Background: an optimization exercise with open tools, aiming at small area. Do not read the settings as production practice.
Function was checked by simulation only, so behaviour that the tests miss may differ from the original.
Power figures rest on the tool's default switching activity, not on a simulated workload.

### config.mk
export PLATFORM = sky130hd
export DESIGN_NAME = systolic_job_ctrl
export DESIGN_NICKNAME = systolic_job_ctrl
export VERILOG_FILES = /design/flow/design.v
export SDC_FILE = /design/flow/constraint.sdc
export NUM_CORES = 4
export LEC_CHECK = 0
export CAP_MARGIN = 20
export CORE_MARGIN = 2
export CORE_UTILIZATION = 35
export SLEW_MARGIN = 20
### constraint.sdc
create_clock -name core_clock -period 10.0 [get_ports {clk}]
set_input_delay 2.0000 -clock core_clock [delete_from_list [all_inputs] [get_ports {clk}]]
set_output_delay 2.0000 -clock core_clock [all_outputs]
set_load 0.01 [all_outputs]
### design.v
package sys_job_pkg;
    typedef logic [1:0] state_t;
    localparam state_t StLoad    = 2'd0;
    localparam state_t StFeed    = 2'd1;
    localparam state_t StCollect = 2'd2;
    localparam state_t StOut     = 2'd3;
    localparam int unsigned WDOG_MULT = 4;
endpackage
import sys_job_pkg::*;
module sys_mat_buf
#(
    parameter int unsigned WIDTH  = 16,
    parameter int unsigned N_SIZE = 5
) (
    input  logic                            clk,
    input  logic                            rst_n,
    input  logic                            wr_en,
    input  logic [((N_SIZE < 2) ? 1 : $clog2(N_SIZE))-1:0]    wr_row,
    input  logic [N_SIZE*WIDTH-1:0]         wr_data,
    input  logic [((N_SIZE < 2) ? 1 : $clog2(N_SIZE))-1:0]    rd_row,
    output logic [N_SIZE*WIDTH-1:0]         rd_row_data,
    input  logic [((N_SIZE < 2) ? 1 : $clog2(N_SIZE))-1:0]    rd_col,
    output logic [N_SIZE*WIDTH-1:0]         rd_col_data
);
    localparam int unsigned IW = ((N_SIZE < 2) ? 1 : $clog2(N_SIZE));
    logic [WIDTH-1:0] mem_q [N_SIZE][N_SIZE];
    always_ff @(posedge clk or negedge rst_n) begin
        if (!rst_n) begin
            for (int i = 0; i < N_SIZE; i++) begin
                for (int j = 0; j < N_SIZE; j++) begin
                    mem_q[i][j] <= '0;
                end
            end
        end else if (wr_en) begin
            for (int i = 0; i < N_SIZE; i++) begin
                if (wr_row == IW'(i)) begin
                    for (int j = 0; j < N_SIZE; j++) begin
                        mem_q[i][j] <= wr_data[j*WIDTH +: WIDTH];
                    end
                end
            end
        end
    end
    always_comb begin
        rd_row_data = '0;
        rd_col_data = '0;
        for (int i = 0; i < N_SIZE; i++) begin
            for (int j = 0; j < N_SIZE; j++) begin
                if (rd_row == IW'(i)) begin
                    rd_row_data[j*WIDTH +: WIDTH] = mem_q[i][j];
                end
                if (rd_col == IW'(j)) begin
                    rd_col_data[i*WIDTH +: WIDTH] = mem_q[i][j];
                end
            end
        end
    end
endmodule
import sys_job_pkg::*;
module systolic_job_ctrl
#(
    parameter int unsigned DATAWIDTH = 16,
    parameter int unsigned N_SIZE    = 8
) (
    input  logic                          clk,
    input  logic                          rst_n,
    input  logic                          ld_valid,
    output logic                          ld_ready,
    input  logic                          ld_sel,
    input  logic [N_SIZE*DATAWIDTH-1:0]   ld_data,
    output logic                          res_valid,
    input  logic                          res_ready,
    output logic [N_SIZE*2*DATAWIDTH-1:0] res_data,
    output logic                          res_last,
    output logic                          busy,
    output logic                          err,
    output logic                          arr_rst_n,
    output logic                          arr_valid_in,
    output logic [N_SIZE*DATAWIDTH-1:0]   arr_a,
    output logic [N_SIZE*DATAWIDTH-1:0]   arr_b,
    input  logic                          arr_valid_out,
    input  logic [N_SIZE*2*DATAWIDTH-1:0] arr_c
);
    localparam int unsigned   IW      = ((N_SIZE < 2) ? 1 : $clog2(N_SIZE));
    localparam int unsigned   RW      = N_SIZE * DATAWIDTH;
    localparam int unsigned   CRW     = N_SIZE * 2 * DATAWIDTH;
    localparam logic [IW-1:0] LastIdx = IW'(N_SIZE - 1);
    sys_job_pkg::state_t state_q, state_d;
    logic [IW-1:0] a_cnt_q, a_cnt_d;
    logic [IW-1:0] b_cnt_q, b_cnt_d;
    logic          a_full_q, a_full_d;
    logic          b_full_q, b_full_d;
    logic [IW-1:0] k_q, k_d;
    logic [IW-1:0] r_q, r_d;
    logic          arr_rst_n_q, arr_rst_n_d;
    logic           in_feed, in_collect, in_out;
    logic           ld_fire, a_wr, b_wr, c_wr, res_fire;
    logic [RW-1:0]  a_col, b_row;
    logic [CRW-1:0] c_row;
    logic [RW-1:0]  unused_a_row, unused_b_col;
    logic [CRW-1:0] unused_c_col;
    assign in_feed    = (state_q == StFeed);
    assign in_collect = (state_q == StCollect);
    assign in_out     = (state_q == StOut);
    assign ld_ready = !in_feed && !(ld_sel ? b_full_q : a_full_q);
    assign ld_fire  = ld_valid && ld_ready;
    assign a_wr     = ld_fire && !ld_sel;
    assign b_wr     = ld_fire && ld_sel;
    assign c_wr     = in_collect && arr_valid_out;
    assign res_valid = in_out;
    assign res_fire  = res_valid && res_ready;
    assign res_last  = in_out && (r_q == LastIdx);
    assign res_data  = in_out ? c_row : '0;
    assign busy         = (state_q != StLoad);
    assign arr_rst_n    = arr_rst_n_q;
    assign arr_valid_in = in_feed;
    assign arr_a        = in_feed ? a_col : '0;
    assign arr_b        = in_feed ? b_row : '0;
    sys_mat_buf #(
        .WIDTH  (DATAWIDTH),
        .N_SIZE (N_SIZE)
    ) u_a_buf (
        .clk         (clk),
        .rst_n       (rst_n),
        .wr_en       (a_wr),
        .wr_row      (a_cnt_q),
        .wr_data     (ld_data),
        .rd_row      ('0),
        .rd_row_data (unused_a_row),
        .rd_col      (k_q),
        .rd_col_data (a_col)
    );
    sys_mat_buf #(
        .WIDTH  (DATAWIDTH),
        .N_SIZE (N_SIZE)
    ) u_b_buf (
        .clk         (clk),
        .rst_n       (rst_n),
        .wr_en       (b_wr),
        .wr_row      (b_cnt_q),
        .wr_data     (ld_data),
        .rd_row      (k_q),
        .rd_row_data (b_row),
        .rd_col      ('0),
        .rd_col_data (unused_b_col)
    );
    sys_mat_buf #(
        .WIDTH  (2 * DATAWIDTH),
        .N_SIZE (N_SIZE)
    ) u_c_buf (
        .clk         (clk),
        .rst_n       (rst_n),
        .wr_en       (c_wr),
        .wr_row      (r_q),
        .wr_data     (arr_c),
        .rd_row      (r_q),
        .rd_row_data (c_row),
        .rd_col      ('0),
        .rd_col_data (unused_c_col)
    );
    logic wdog_expired;
    logic err_d;
    assign wdog_expired = 1'b0;
    assign err          = 1'b0;
    always_comb begin
        state_d     = state_q;
        a_cnt_d     = a_cnt_q;
        b_cnt_d     = b_cnt_q;
        a_full_d    = a_full_q;
        b_full_d    = b_full_q;
        k_d         = k_q;
        r_d         = r_q;
        arr_rst_n_d = arr_rst_n_q;
        err_d       = err;
        if (a_wr) begin
            if (a_cnt_q == LastIdx) begin
                a_cnt_d  = '0;
                a_full_d = 1'b1;
            end else begin
                a_cnt_d = a_cnt_q + 1'b1;
            end
        end
        if (b_wr) begin
            if (b_cnt_q == LastIdx) begin
                b_cnt_d  = '0;
                b_full_d = 1'b1;
            end else begin
                b_cnt_d = b_cnt_q + 1'b1;
            end
        end
        unique case (state_q)
            StLoad: begin
                if (a_full_q && b_full_q) begin
                    state_d     = StFeed;
                    k_d         = '0;
                    arr_rst_n_d = 1'b1;
                end
            end
            StFeed: begin
                if (k_q == LastIdx) begin
                    state_d  = StCollect;
                    k_d      = '0;
                    r_d      = '0;
                    a_full_d = 1'b0;
                    b_full_d = 1'b0;
                end else begin
                    k_d = k_q + 1'b1;
                end
            end
            StCollect: begin
                if (arr_valid_out && (r_q == LastIdx)) begin
                    state_d     = StOut;
                    r_d         = '0;
                    arr_rst_n_d = 1'b0;
                end else if (wdog_expired) begin
                    state_d     = StLoad;
                    r_d         = '0;
                    arr_rst_n_d = 1'b0;
                    err_d       = 1'b1;
                end else if (arr_valid_out) begin
                    r_d = r_q + 1'b1;
                end
            end
            StOut: begin
                if (res_fire) begin
                    if (r_q == LastIdx) begin
                        r_d = '0;
                        if (a_full_q && b_full_q) begin
                            state_d     = StFeed;
                            k_d         = '0;
                            arr_rst_n_d = 1'b1;
                        end else begin
                            state_d = StLoad;
                        end
                    end else begin
                        r_d = r_q + 1'b1;
                    end
                end
            end
            default: state_d = StLoad;
        endcase
    end
    always_ff @(posedge clk or negedge rst_n) begin
        if (!rst_n) begin
            state_q     <= StLoad;
            a_cnt_q     <= '0;
            b_cnt_q     <= '0;
            a_full_q    <= 1'b0;
            b_full_q    <= 1'b0;
            k_q         <= '0;
            r_q         <= '0;
            arr_rst_n_q <= 1'b0;
        end else begin
            state_q     <= state_d;
            a_cnt_q     <= a_cnt_d;
            b_cnt_q     <= b_cnt_d;
            a_full_q    <= a_full_d;
            b_full_q    <= b_full_d;
            k_q         <= k_d;
            r_q         <= r_d;
            arr_rst_n_q <= arr_rst_n_d;
        end
    end
    logic unused_err_d;
    assign unused_err_d = err_d;
endmodule
### run.sh
#!/bin/bash
# synth_recipe.tcl (not shown) runs the flow's synth.tcl, then flattens the netlist and writes it again
# the make line also repeats each setting of config.mk as NAME=value (left out here)
make -C /OpenROAD-flow-scripts/flow DESIGN_CONFIG=/design/flow/config.mk WORK_HOME=/design/flow/orfs CLKGATE_MAP_FILE= SYNTH_SCRIPT=/design/flow/synth_recipe.tcl finish
==> metrics.md <==
| Metric | Value |
|---|---|
| Fin. Hold Viols | `0` |
| Drt first-iter violations | `12733` |
| Gp weighted congestion | `0.807` |
| Routed WL per cell | `27.8 um` |
| Standard cell core area | `556000 um^2` |
| Setup Viol. Count Final | `0` |
| Buffering stage count on the worst path with inverters included | `5` |
| Maximum clock frequency | `0.126 GHz` |
| Number of antenna violations at the first check in global routing | `171` |
| Endpoint of the most critical register-to-register path | `u_b_buf.mem_q[9][14]` |
| Final worst-path cycle share | `79.1%` |
| Leakage power total | `98.5 nW` |
| Largest net degree at the start of global routing | `between 150 and 200` |
| Launch point of the worst hold path | `u_b_buf.mem_q[22][12]` |
| Transition time at the pin with the least slew margin | `1.34 ns` |
| Internal power | `0.0447 W` |
| Count of distinct cell types in the synthesized netlist | `52` |
| Max FO, Critical Path | `131` |
| Area growth, synth to finish | `15.5%` |
| Slowest stage cell, crit path | `sky130_fd_sc_hd__buf_4` |
| Placed wire-length estimate | `381000 um` |
| Routed vias | `about 140k` |
| Total routing usage reported by global routing | `between 20% and 30%` |
| Setup skew after layout | `0.165 ns` |
| Pre-CTS setup slack | `3.13 ns` |
| Combinational cell fraction of total power | `36.1%` |
| Worst setup SP type | `register` |
| Cell count after synthesis | `16007` |
| Synth Warn # | `5` |
| Most common cell type on the critical path | `sky130_fd_sc_hd__buf_4` |
| Setup slack of the worst register-to-register path | `about 4.7 ns` |
| Global route overflow | `0` |
| # Post-CTS Setup Buffers | `0` |
| Worst slew slack as a fraction of its limit | `approximately a tenth` |
| Number of sinks on the clock net | `4113` |
| Endpoint class of the critical path | `primary output` |
| Peak supply drop | `0.321 mV` |
| Width of the chip | `751 um` |
| Setup Total Neg Slack | `0 ns` |
| Cells on worst reg2reg path | `10` |
| First drt pass iteration count | `5` |
| Worst hold endpoint | `u_b_buf.mem_q[22][12]` |
| Min Clock Period, post-route | `roughly 8 ns` |
| Reg-to-reg critical path startpoint | `state_q[1]` |
| Number of maximum-capacitance violations | `0` |
| Type of the worst setup path | `reg2out` |
| Clock root buffer | `sky130_fd_sc_hd__clkbuf_16` |
| Residual DRC | `0` |
| Skew-Pair Late Insertion Delay | `1.10 ns` |
| Detail-routed via count per cell | `5.76` |
| Antenna violation net count after detailed routing | `0` |
| Number of CTS-inserted buffers | `446` |
| Synth area leaders | `sky130_fd_sc_hd__dfrtp_1, sky130_fd_sc_hd__mux2_2, sky130_fd_sc_hd__mux2_4, sky130_fd_sc_hd__nand2_1, sky130_fd_sc_hd__nand2b_1` |
| Nets | `16582` |
| Average instance area after synthesis | `12.2 um^2` |
| Post-synthesis sequential element count | `4113` |
| Hold path cells | `1` |
| Number of levels in the clock H-tree | `5` |
| Hold WC Path Type | `reg2reg` |
| Unrepaired setup endpoints after global routing | `false` |
| Sum of routed wire length over all layers | `668000 um` |
| Power per cell area | `between 300 and 400 nW/um^2` |
| Synthesized Nets | `roughly 16000` |
| Clk pin slew, worst setup/hold paths | `about 0.06 ns` |
| Final critical-path setup slack | `2.09 ns` |
| Input/output buffers | `approximately 910` |
| Sequential cell fraction of total power | `between 30% and 40%` |
| Crit path cell chain | `inv_1 > ha_4 > buf_4 > buf_12 > buf_4 > a21oi_1 > o311a_1 > o21ai_0 > clkdlybuf4s50_1` |
| Initial core utilization | `35.1%` |
| Fraction of final layout cells with drive strength greater than 1 | `31.5%` |
| Area of the mapped netlist | `around 200000 um^2` |
| Switching power summed over all nets | `0.0231 W` |
| CTS tree | `built` |
| Most common library cells after synthesis | `sky130_fd_sc_hd__dfrtp_1, sky130_fd_sc_hd__mux2_2, sky130_fd_sc_hd__nand2_1` |
| Sequential fraction of the synthesis area | `52.7%` |
| End-of-flow core utilization | `40.6%` |
| First-pass GRT wire length | `about 970000 um` |
| Primary flip-flop cell chosen by synthesis mapping | `sky130_fd_sc_hd__dfrtp_1` |
| Hold Buf Count CTS | `0` |
| Maximum buffer depth of the clock tree | `4` |
| Switching power as a share of total power | `around a third` |
| Area enclosed by the die boundary | `564000 um^2` |
| CTS resizes | `0` |
| Endpoint required time on the critical path | `~8.0 ns` |
| Top-area cell type share of the netlist area | `a little over half` |
| Via count of the first global-routing pass | `between 100k and 150k` |
| Number of top-level pins | `909` |
| Most frequently used cell type in the post-synthesis netlist | `sky130_fd_sc_hd__dfrtp_1` |
| Data arrival time of the critical path | `5.91 ns` |
| Post-synth EDFFs | `0` |
| Clock group share of total power | `24.8%` |
| Std cell rows | `roughly 270` |
| Status | `timing/DRC/antenna clean` |
| Chip Height | `~750 um` |
| Cell taking the most area after synthesis | `sky130_fd_sc_hd__dfrtp_1` |
| Kind of cell adding the most delay to the critical path | `buffers and inverters` |
| Stage delay of the slowest cell on the critical path | `0.77 ns` |
| Fraction of registers with async set/reset | `100%` |
| Pins Over Slew Limit | `0` |
## cell usage in the layout, fill, tap and decap left out, drive strengths merged, types with 6 or more instances in the layout
| master | n |
|---|---|
| a221oi | 513 |
| bufinv | 19 |
| nand2 | 1296 |
| buf | 359 |
| nand3 | 14 |
| o21ai | 1031 |
| o32ai | 256 |
| inv | 25 |
| nor2b | 518 |
| nand2b | 767 |
| mux2 | 4096 |
| clkinv | 68 |
| o211ai | 510 |
| a32oi | 256 |
| nor2 | 6 |
| and2 | 6 |
| o311a | 255 |
| a21oi | 770 |
| clkbuf | 694 |
| dfrtp | 4113 |
| diode | 82 |
| clkdlybuf4s50 | 871 |
| clkinvlp | 10 |
| ha | 29 |
## routing by layer
metal  wire length (um)  part of all wire (%)  track usage [%]
met3              52900                   7.9             5.27
met2             298000                    45             35.0
met5                489                 0.073                0
met1             290000                    43             31.3
met4              26400                   4.0             8.85
## area by class of cell
class / instances / area (um^2)
Timing Repair Buffer: 1231 / 12300
Sequential cell: 4113 / 103000
Antenna cell: 82 / 205
Clock inverter: 105 / 1400
Clock buffer: 693 / 13500
Inverter: 17 / 63.8
Multi-Input combinational cell: 10354 / 86100
Fill cell: 52419 / 331000
Tap cell: 7452 / 9320
## metrics by stage
step | std cells | instance area, um^2 | total power [W] | hold WS (ns)
finish | 24047 | 226000 | 0.0678 | 0.494
CTS | 23965 | 225000 | 0.0678 | 0.496
floorplan | 16007 | 195000 | 0.0421 | 0.470
global route | 24004 | 226000 | 0.0712 | 0.500
detailed placement | 23167 | 211000 | 0.0509 | 0.482
global placement | 23167 | 211000 | 0.0503 | 0.478
## sequential cells by signal, summed over array words and instances (netlist names)
| signal | flops |
|---|---|
| a_cnt_q | 3 |
| k_q | 3 |
| b_cnt_q | 3 |
| u_b_buf.mem_q | 1024 |
| b_full_q | 1 |
| arr_rst_n_q | 1 |
| a_full_q | 1 |
| state_q | 2 |
| u_a_buf.mem_q | 1024 |
| r_q | 3 |
| u_c_buf.mem_q | 2048 |
## cells by family after synthesis
| logic type | synth area share [%] |
|---|---|
| AND/OR/NAND/NOR | 6.74 |
| AO/OA/AOI/OAI | 12.6 |
| flip-flops | 52.7 |
| buffers and inverters | 3.53 |
| other | 0.00192 |
| adder cells (fa/ha/maj) | 0.186 |
| multiplexers | 24.3 |
## worst reg2reg max path, cell delays in order, from the launching register on
cell	delay [ns]
sky130_fd_sc_hd__dfrtp_1	0.39
sky130_fd_sc_hd__inv_1	0.18
sky130_fd_sc_hd__ha_4	0.18
sky130_fd_sc_hd__buf_4	0.62
sky130_fd_sc_hd__buf_4	0.66
sky130_fd_sc_hd__and4bb_2	0.51
sky130_fd_sc_hd__and2_1	0.33
sky130_fd_sc_hd__nand2_4	0.61
sky130_fd_sc_hd__buf_4	0.72
sky130_fd_sc_hd__buf_4	0.63
sky130_fd_sc_hd__mux2_2	0.41
## how the worst max path moves through the flow
| stage | from | to | depth (start not counted) |
|---|---|---|---|
| 2_1_floorplan | ld_sel | ld_ready | 2 |
| 3_3_place_gp | r_q[2] | res_data[102] | 9 |
| 4_1_cts | r_q[2] | res_data[102] | 9 |
| 5_1_grt | r_q[2] | res_data[102] | 9 |
| 3_5_place_dp | r_q[2] | res_data[102] | 9 |
| 6_report | r_q[2] | res_data[102] | 9 |
## power by group through the flow
stage	logic [W]	registers [W]	clock network, W
floorplan	0.0165	0.0256	0
global placement	0.0240	0.0263	0
detailed placement	0.0243	0.0266	0
CTS	0.0244	0.0263	0.0171
global route	0.0262	0.0272	0.0178
finish	0.0245	0.0265	0.0168

## static timing again, ports no longer ideal
The results above use ideal ports. As a check the final layout listed here was re-extracted and re-timed, cells and wires unchanged. Step 1, drivers: a clkbuf_16 drives clk and a buf_2 each remaining input, both assumed. Step 2 times the ports against the registers' clock, not the clock port: input delays grow and output delays shrink by t, the midpoint of the rising clock arrivals with the driver on. a / b / c = ideal ports / drivers / drivers and shift; a / b = the first two.
shift t [ns]: 1.140
setup slack, ns: 2.087 / 1.948 / 3.088
worst setup path at the end: register to output
clock arrival spread, ns: 0.206 / 0.206
After both steps setup and hold are still met in this run. The setup slack of this run moves by -0.139 ns with the drivers and by +1.001 ns with both steps.
